What follows belongs to an exercise in optimizing a design on an open flow for small area, a short achievable clock period and few clock cycles per item; a production flow would make more cautious choices.
In this exercise RTL edits were held to simulation tests only and were not proved equivalent to the original.
Power figures rest on the tool's default switching activity, not on a simulated workload.

<file path="flow/design.v">
module sorted_key_set_insert_remove #(
  parameter int unsigned TABLE_DEPTH = 64,
  parameter int unsigned KEY_WIDTH   = 32
) (
  input  logic                 clk_i,
  input  logic                 rst_ni,
  input  logic                 s_axis_tvalid,
  output logic                 s_axis_tready,
  input  logic [39:0]          s_axis_tdata,
  input  logic [1:0]           s_axis_tuser,
  output logic                 m_axis_tvalid,
  input  logic                 m_axis_tready,
  output logic [47:0]          m_axis_tdata
);
  localparam int unsigned D  = TABLE_DEPTH;
  localparam int unsigned KW = KEY_WIDTH;
  localparam int unsigned CW = $clog2(D + 1);
  localparam int unsigned AW = $clog2(D);
  localparam logic [1:0] OP_ADD    = 2'd0;
  localparam logic [1:0] OP_REMOVE = 2'd1;
  localparam logic [1:0] OP_READ   = 2'd2;
  logic          ph_q;
  logic          rv_q;
  logic [1:0]    rop_q;
  logic [KW-1:0] kp_q;
  logic [7:0]    ridx_q;
  logic          uv_q;
  logic [1:0]    uop_q;
  logic [KW-1:0] ukp_q;
  logic [D-1:0]  ursel_q;
  logic          urok_q;
  logic [D-1:0]  ult_q;
  logic [7:0]    upres_q;
  logic [KW-1:0] tab_q [D];
  logic [D-1:0]  vld_q, vld_d;
  logic [AW-1:0] head_q;
  logic [D-1:0]  head1h_q, head1h_d;
  logic [CW-1:0] cnt_q, cnt_d;
  logic          o0v_q, o1v_q;
  logic [43:0]   o0d_q, o1d_q;
  logic          srdy_q;
  logic uexec, cadv, s_fire;
  assign uexec  = uv_q && !o1v_q;
  assign cadv   = rv_q && (!uv_q || uexec);
  assign s_fire = s_axis_tvalid && srdy_q;
  logic present, full, is_add, is_rem, is_read, ins, rem, rd_ok;
  assign present = |upres_q;
  assign full    = cnt_q[CW-1];
  assign is_add  = (uop_q == OP_ADD);
  assign is_rem  = (uop_q == OP_REMOVE);
  assign is_read = (uop_q == OP_READ);
  assign ins     = uexec && is_add && !present && !full;
  assign rem     = uexec && is_rem && present;
  assign rd_ok   = is_read && urok_q;
  logic [D-1:0] ss, sk, sh;
  for (genvar s = 0; s < D; s++) begin : g_next
    localparam int P = (s + D - 1) % D;
    assign ss[s] = (ins && vld_q[P] && !ult_q[P]) || (rem && ult_q[P]);
    assign sk[s] = ins && !ult_q[s] && (ult_q[P] || head1h_q[s]);
    assign sh[s] = !(ss[s] || sk[s]);
    always_ff @(posedge clk_i) begin
      tab_q[s] <= ~(({KW{ss[s]}} & tab_q[P]) | ({KW{sk[s]}} & ukp_q) | ({KW{sh[s]}} & tab_q[s]));
    end
  end
  logic [D-1:0] tail1h;
  for (genvar s = 0; s < D; s++) begin : g_tail
    assign tail1h[s] = !vld_q[s] && (vld_q[(s + D - 1) % D] || head1h_q[s]);
  end
  assign vld_d = ins ? (vld_q | tail1h) : rem ? (vld_q & ~head1h_q) : vld_q;
  assign cnt_d = ins ? cnt_q + 1'b1 : rem ? cnt_q - 1'b1 : cnt_q;
  logic [AW-1:0] head_d;
  assign head_d   = rem ? head_q + 1'b1 : head_q;
  assign head1h_d = rem ? {head1h_q[D-2:0], head1h_q[D-1]} : head1h_q;
  logic [KW-1:0] rd_key;
  always_comb begin
    rd_key = '0;
    for (int s = 0; s < D; s++) begin
      rd_key = rd_key | ({KW{ursel_q[s]}} & tab_q[s]);
    end
    rd_key = rd_ok ? (rd_key ^ {KW{ph_q}}) : '0;
  end
  logic [43:0] result;
  assign result = {rd_ok, rd_key, 9'(cnt_d), is_add && !present && full, ins || rem};
  function automatic logic [1:0] cmp(input logic [KW-1:0] a, input logic [KW-1:0] k);
    logic [KW-1:0] g, p;
    g = a & ~k;
    p = ~(a ^ k);
    for (int w = 1; w < KW; w = 2 * w) begin
      for (int j = 0; j + w < KW; j = j + 2 * w) begin
        g[j] = g[j+w] | (p[j+w] & g[j]);
        p[j] = p[j+w] & p[j];
      end
    end
    cmp = {g[0], p[0]};
  endfunction
  logic [1:0]   raw [D];
  logic [1:0]   rawk;
  logic [D-1:0] lt_c, eq_c;
  assign rawk = cmp(ukp_q, kp_q);
  for (genvar s = 0; s < D; s++) begin : g_cmp
    localparam int P = (s + D - 1) % D;
    logic [1:0] f;
    assign raw[s]  = cmp(tab_q[s], kp_q);
    assign f       = ss[s] ? raw[P] : sk[s] ? rawk : raw[s];
    assign lt_c[s] = vld_d[s] && (ph_q ? f[1] : !(f[1] || f[0]));
    assign eq_c[s] = vld_d[s] && f[0];
  end
  logic [AW-1:0] rd_slot;
  logic [D-1:0]  rsel0, rsel_c;
  assign rd_slot = head_q + ridx_q[AW-1:0];
  for (genvar s = 0; s < D; s++) begin : g_rsel
    assign rsel0[s] = (rd_slot == AW'(s));
  end
  assign rsel_c = rem ? {rsel0[D-2:0], rsel0[D-1]} : rsel0;
  logic o0_free, rv_d, uv_d, o0v_d, o1v_d;
  assign o0_free = !o0v_q || m_axis_tready;
  assign rv_d    = s_fire || (rv_q && !cadv);
  assign uv_d    = cadv || (uv_q && !uexec);
  assign o0v_d   = o0_free ? (o1v_q || uexec) : 1'b1;
  assign o1v_d   = o0_free ? 1'b0 : (o1v_q || uexec);
  always_ff @(posedge clk_i or negedge rst_ni) begin
    if (!rst_ni) begin
      ph_q   <= 1'b0;
      rv_q   <= 1'b0;
      uv_q   <= 1'b0;
      o0v_q  <= 1'b0;
      o1v_q  <= 1'b0;
      srdy_q <= 1'b0;
      vld_q  <= '0;
      head_q <= '0;
      head1h_q <= D'(1);
      cnt_q  <= '0;
    end else begin
      ph_q   <= !ph_q;
      rv_q   <= rv_d;
      uv_q   <= uv_d;
      o0v_q  <= o0v_d;
      o1v_q  <= o1v_d;
      srdy_q <= (3'(rv_d) + 3'(uv_d) + 3'(o0v_d) + 3'(o1v_d)) <= 3'd3;
      vld_q  <= vld_d;
      cnt_q  <= cnt_d;
      head_q   <= head_d;
      head1h_q <= head1h_d;
    end
  end
  always_ff @(posedge clk_i) begin
    if (s_fire) begin
      rop_q  <= s_axis_tuser;
      ridx_q <= s_axis_tdata[39:32];
      kp_q   <= s_axis_tdata[KW-1:0] ^ {KW{!ph_q}};
    end else begin
      kp_q   <= ~kp_q;
    end
    if (cadv) begin
      uop_q  <= rop_q;
      ursel_q <= rsel_c;
      urok_q  <= ({1'b0, ridx_q} < 9'(cnt_d));
      ukp_q  <= ~kp_q;
      ult_q  <= lt_c;
      for (int g = 0; g < 8; g++) upres_q[g] <= |eq_c[g*(D/8) +: D/8];
    end else begin
      ukp_q  <= ~ukp_q;
    end
    if (o0_free) begin
      o0d_q <= o1v_q ? o1d_q : result;
    end
    if (!o0_free && !o1v_q) begin
      o1d_q <= result;
    end
  end
  assign s_axis_tready = srdy_q;
  assign m_axis_tvalid = o0v_q;
  assign m_axis_tdata  = {4'd0, o0d_q};
endmodule
</file>
<file path="flow/run.sh">
#!/bin/bash
# synth_recipe.tcl (not shown) runs the flow's synth.tcl, then flattens the netlist and writes it again
# the make line also repeats each setting of config.mk as NAME=value (left out here)
make -C /OpenROAD-flow-scripts/flow DESIGN_CONFIG=/design/flow/config.mk WORK_HOME=/design/flow/orfs CLKGATE_MAP_FILE= SYNTH_SCRIPT=/design/flow/synth_recipe.tcl finish
</file>
<file path="flow/config.mk">
export PLATFORM = sky130hd
export DESIGN_NAME = sorted_key_set_insert_remove
export DESIGN_NICKNAME = sorted_key_set_insert_remove
export VERILOG_FILES = /design/flow/design.v
export SDC_FILE = /design/flow/constraint.sdc
export NUM_CORES = 4
export LEC_CHECK = 0
export CAP_MARGIN = 20
export CORE_MARGIN = 2
export CORE_UTILIZATION = 30
export PLACE_DENSITY = 0.42
export SETUP_SLACK_MARGIN = 4.4
export SLEW_MARGIN = 20
export SYNTH_MEMORY_MAX_BITS = 16384
</file>
<file path="flow/constraint.sdc">
create_clock -name core_clock -period 8.0 [get_ports {clk_i}]
set_input_delay 1.6000 -clock core_clock [delete_from_list [all_inputs] [get_ports {clk_i}]]
set_output_delay 1.6000 -clock core_clock [all_outputs]
set_load 0.01 [all_outputs]
</file>
==> results.yml <==
status:
  status: "complete, but fails checks"
  failed_checks: "capacitance limit, slew limit"
floorplanning:
  die_w_um: 714
  fp-row-count: 260
  dieArea_sq_um: 510000
  io_pins: 96
  die_h_um: 714
  core_sq_um: 502000
  start_util: 0.301
synth:
  synth_seq_cells: 2492
  synthCells: 16100
  ys.flop_type: "dfxtp_1"
  async_reset_ff_frac: 0.0590
  synth.area.top_cells: "dfxtp_1 28%, ha_1 17%, a22o_1 15%"
  synth_top_area_share: 0.280
  synth_edf_count: 233
  yosysWarningCount: 3
  yosysTopAreaCell: "dfxtp_1"
  synth.distinct_cells: 81
  synth.avg_cell_area_sq_um: 9.37
  synth_most_common_cell: "a21oi_1"
  synthTopCellsByCount: "2883 x a21oi_1, 2574 x a22o_1, 2112 x dfxtp_1, 2094 x ha_1, 1072 x clkbuf_1"
  seq_area_frac_synth: 0.350
  syn_area_sq_um: 151000
placement:
  gp_congestion: 1.15
  dp_hpwl_um: 1070000
  io_buffers: 89
  dp_cells: 22500
setup_path:
  critPathTopFamily: "compound AO/OA/AOI/OAI gates"
  crit_start: "ursel_q[6]"
  regToRegStartpoint: "ursel_q[6]"
  crit_chain: "buf_4, buf_8, a22o_1, a221oi_2, nand4_1, nor4_4, xnor2_2, o31ai_2"
  timing.critical_path.buf_inv: 2
  crit_type: "register to register"
  cp_slowest_stage_delay_ns: 1.18
  cp_num_cells: 8
  crit_fanout: 15
  r2r_cells: 8
  reg2reg_slack_ns: 3.75
  cp.required_ns: 8.87
  r2r-end: "o0d_q[28]"
  cp-start-kind: "register"
  crit_arrival_ns: 5.12
  end_kind: "register"
  slowest_stage: "nor4_4"
clocking:
  clkLatencyLatePin_ns: 1.08
  path_clk_slew_ns: 0.06
  clockBufferDepth: 4
  cts_made_buffers: 339
  cts-root-buf: "clkbuf_16"
  cts_num_sinks: 2492
  cts_tree: "done"
  cts-htree-levels: 5
power:
  p_per_area_nw_per_um2: 581
  ir_worst_vdd_v: 0.000521
  leakagePower_uw: 0.0798
global_route:
  grt_pass1_wl_um: 1760000
  grt_max_degree: 104
  antenna_found_initial: 348
  met1_usage: 0.651
  gr-usage-met3: 0.344
  track_usage: 0.536
  grt-ovfl-total: 0
  grt_busiest_layer: "met2"
  grt_pass1_vias: 150000
  grtUsageMet2: 0.670
routing:
  num_vias: 176000
  via_per_inst: 7.36
  first_pass_iters: 10
  avgRoutedWirePerCell_um: 60.5
  wirelength_um: 1450000
  drc_errors: 0
  drt_iter0_markers: 31800
  antenna_left: 0
timing:
  max_freq_mhz: 235
  timing.final.crit_share: 0.532
  rsz0062_at_grt: "yes"
  finClkSkew_ns: 0.0730
  setup_viol: 0
  worstMarginPinSlew_ns: 1.73
  hold_viol_final: 0
  layout_min_cycle_time_ns: 4.25
  slew_viol_final: 4
  relSlewSlack: -0.153
  setup-tns-final_ns: 0
finish:
  final_layout_size_suffix_gt1_frac: 0.179
  syn_to_final_growth_pct: 27.2
  final_cells: 23900
  fin_nets: 18900
  fillers: 50300
worst_hold_path:
  holdCritStartpoint: "tab_q[55][16]"
  worstHoldPathCells: 1
  whs_endpoint: "tab_q[55][16]"
  worstHoldPathType: "register to register"
job:
  drv_cap: 1
[report_power, final]
group          internal, uW  switching, uW
sequential            18700          23900
combinational         17600          34400
clock                  9680           7210
total                 46100          65600
[routing by layer]
| metal | vias up | part of all wire |
|---|---|---|
| li1 | 66000 | - |
| met1 | 90500 | 0.38 |
| met4 | 164 | 0.088 |
| met5 | - | 0.0044 |
| met2 | 15900 | 0.35 |
| met3 | 3656 | 0.17 |
[how the worst max path moves through the flow]
stage,to,slack [ns]
after floorplan,ult_q[58],4.13
after global placement,ult_q[5],1.77
after detailed placement,ult_q[22],2.81
after CTS,ult_q[3],4.11
after global routing,ult_q[3],4.07
final,o0d_q[28],3.75
[cell usage in the layout (no fill, tap or decap), types with 67 or more instances in the layout]
master and count:
o211ai_1 78, o21ai_0 323, nor4_4 73, nand2_1 773, nor2_4 90, inv_1 118
mux2i_1 88, clkbuf_16 372, xnor2_1 72, nand3_1 89, buf_12 181, ha_4 116
a21o_1 408, a221oi_1 462, a221oi_2 98, clkbuf_8 81, a21oi_2 76, o21a_1 107
clkdlybuf4s50_1 70, a22o_1 2549, diode_2 168, nor3_1 78, dfxtp_1 2040, dfrtp_1 142
ha_1 1977, and4_1 105, nor2_1 468, clkbuf_1 67, edfxtp_1 233, buf_6 171
a21oi_1 2802, nand4_1 507, buf_4 839
[logic make-up (layout without fill, tap and decap cells)]
logic type / count (synthesis) / in the layout / synth area share
compound gates: 7379 / 7380 / 0.339
xor+xnor: 84 / 84 / 0.00487
fa+ha+maj: 2096 / 2096 / 0.174
buf+inv: 1291 / 2209 / 0.0324
flops: 2492 / 2492 / 0.350
mux: 148 / 148 / 0.0102
other cells: 1 / 174 / 0.0000248
simple gates: 2649 / 2666 / 0.0895
[state kept, by name, summed over array words and instances (netlist names), 2 cells and up]
signal,count
uop_q,2
ult_q,64
head_q,6
rop_q,2
ursel_q,64
o1d_q,42
upres_q,8
ridx_q,8
kp_q,32
tab_q,2048
vld_q,64
cnt_q,7
ukp_q,32
o0d_q,42
head1h_q,64
[area by class of cell]
| type | count | area (sq um) | area share |
|---|---|---|---|
| Clock buffer | 498 | 10100 | 0.0527 |
| Sequential cell | 2492 | 53200 | 0.276 |
| Timing Repair Buffer | 1437 | 16300 | 0.0845 |
| Inverter | 154 | 708 | 0.00368 |
| Antenna cell | 168 | 420 | 0.00219 |
| Tap cell | 6681 | 8360 | 0.0435 |
| Clock inverter | 120 | 1730 | 0.00899 |
| Multi-Input combinational cell | 12400 | 102000 | 0.528 |
[metrics by stage]
step,setup WS [ns],area (sq um),utilization,hold slack [ns],power [uW]
finish,3.75,192000,0.383,0.427,112000
global route,4.07,192000,0.383,0.445,110000
CTS,4.11,187000,0.373,0.426,103000
detailed placement,2.81,166000,0.331,0.418,81600
global placement,1.77,165000,0.330,0.416,81600
floorplan,4.13,152000,-,0.400,46200
[repair_timing]
action,4_1_cts,5_1_grt
resized for setup,873,564
cloned,52,25
endpoints found under the setup margin,2113,459
pin swaps,268,261
hold buffers,0,0
buffers inserted,391,143
Testbench counts, summed over its fixed seeds: cycles 9,624, ops 9,600.

==> re-timing with driven ports <==
How much do the figures lean on ideal ports? The routed layout below was timed once more, with nothing changed but the port constraints. Step 1 (the two cells are an assumption about what drives the block):
set clk [get_ports {clk_i}]
set_driving_cell -lib_cell sky130_fd_sc_hd__clkbuf_16 $clk
set_driving_cell -lib_cell sky130_fd_sc_hd__buf_2 [delete_from_list [all_inputs] $clk]
Step 2 adds t to the input delays and takes it off the output delays; t is the mean of the earliest and latest rising clock arrival at the registers after step 1. Input paths then give back, and output paths get back, about the clock's delay inside the block. Three values: no drivers, after step 1, after step 2; two values: the first two.
t (ns): 1.184
setup WS [ns]: 3.747 / 3.747 / 3.747
worst hold slack (ns): 0.427 / 0.427 / 0.427
For this run, drivers alone change the setup slack by 0.000 ns; drivers and shift together by 0.000 ns.
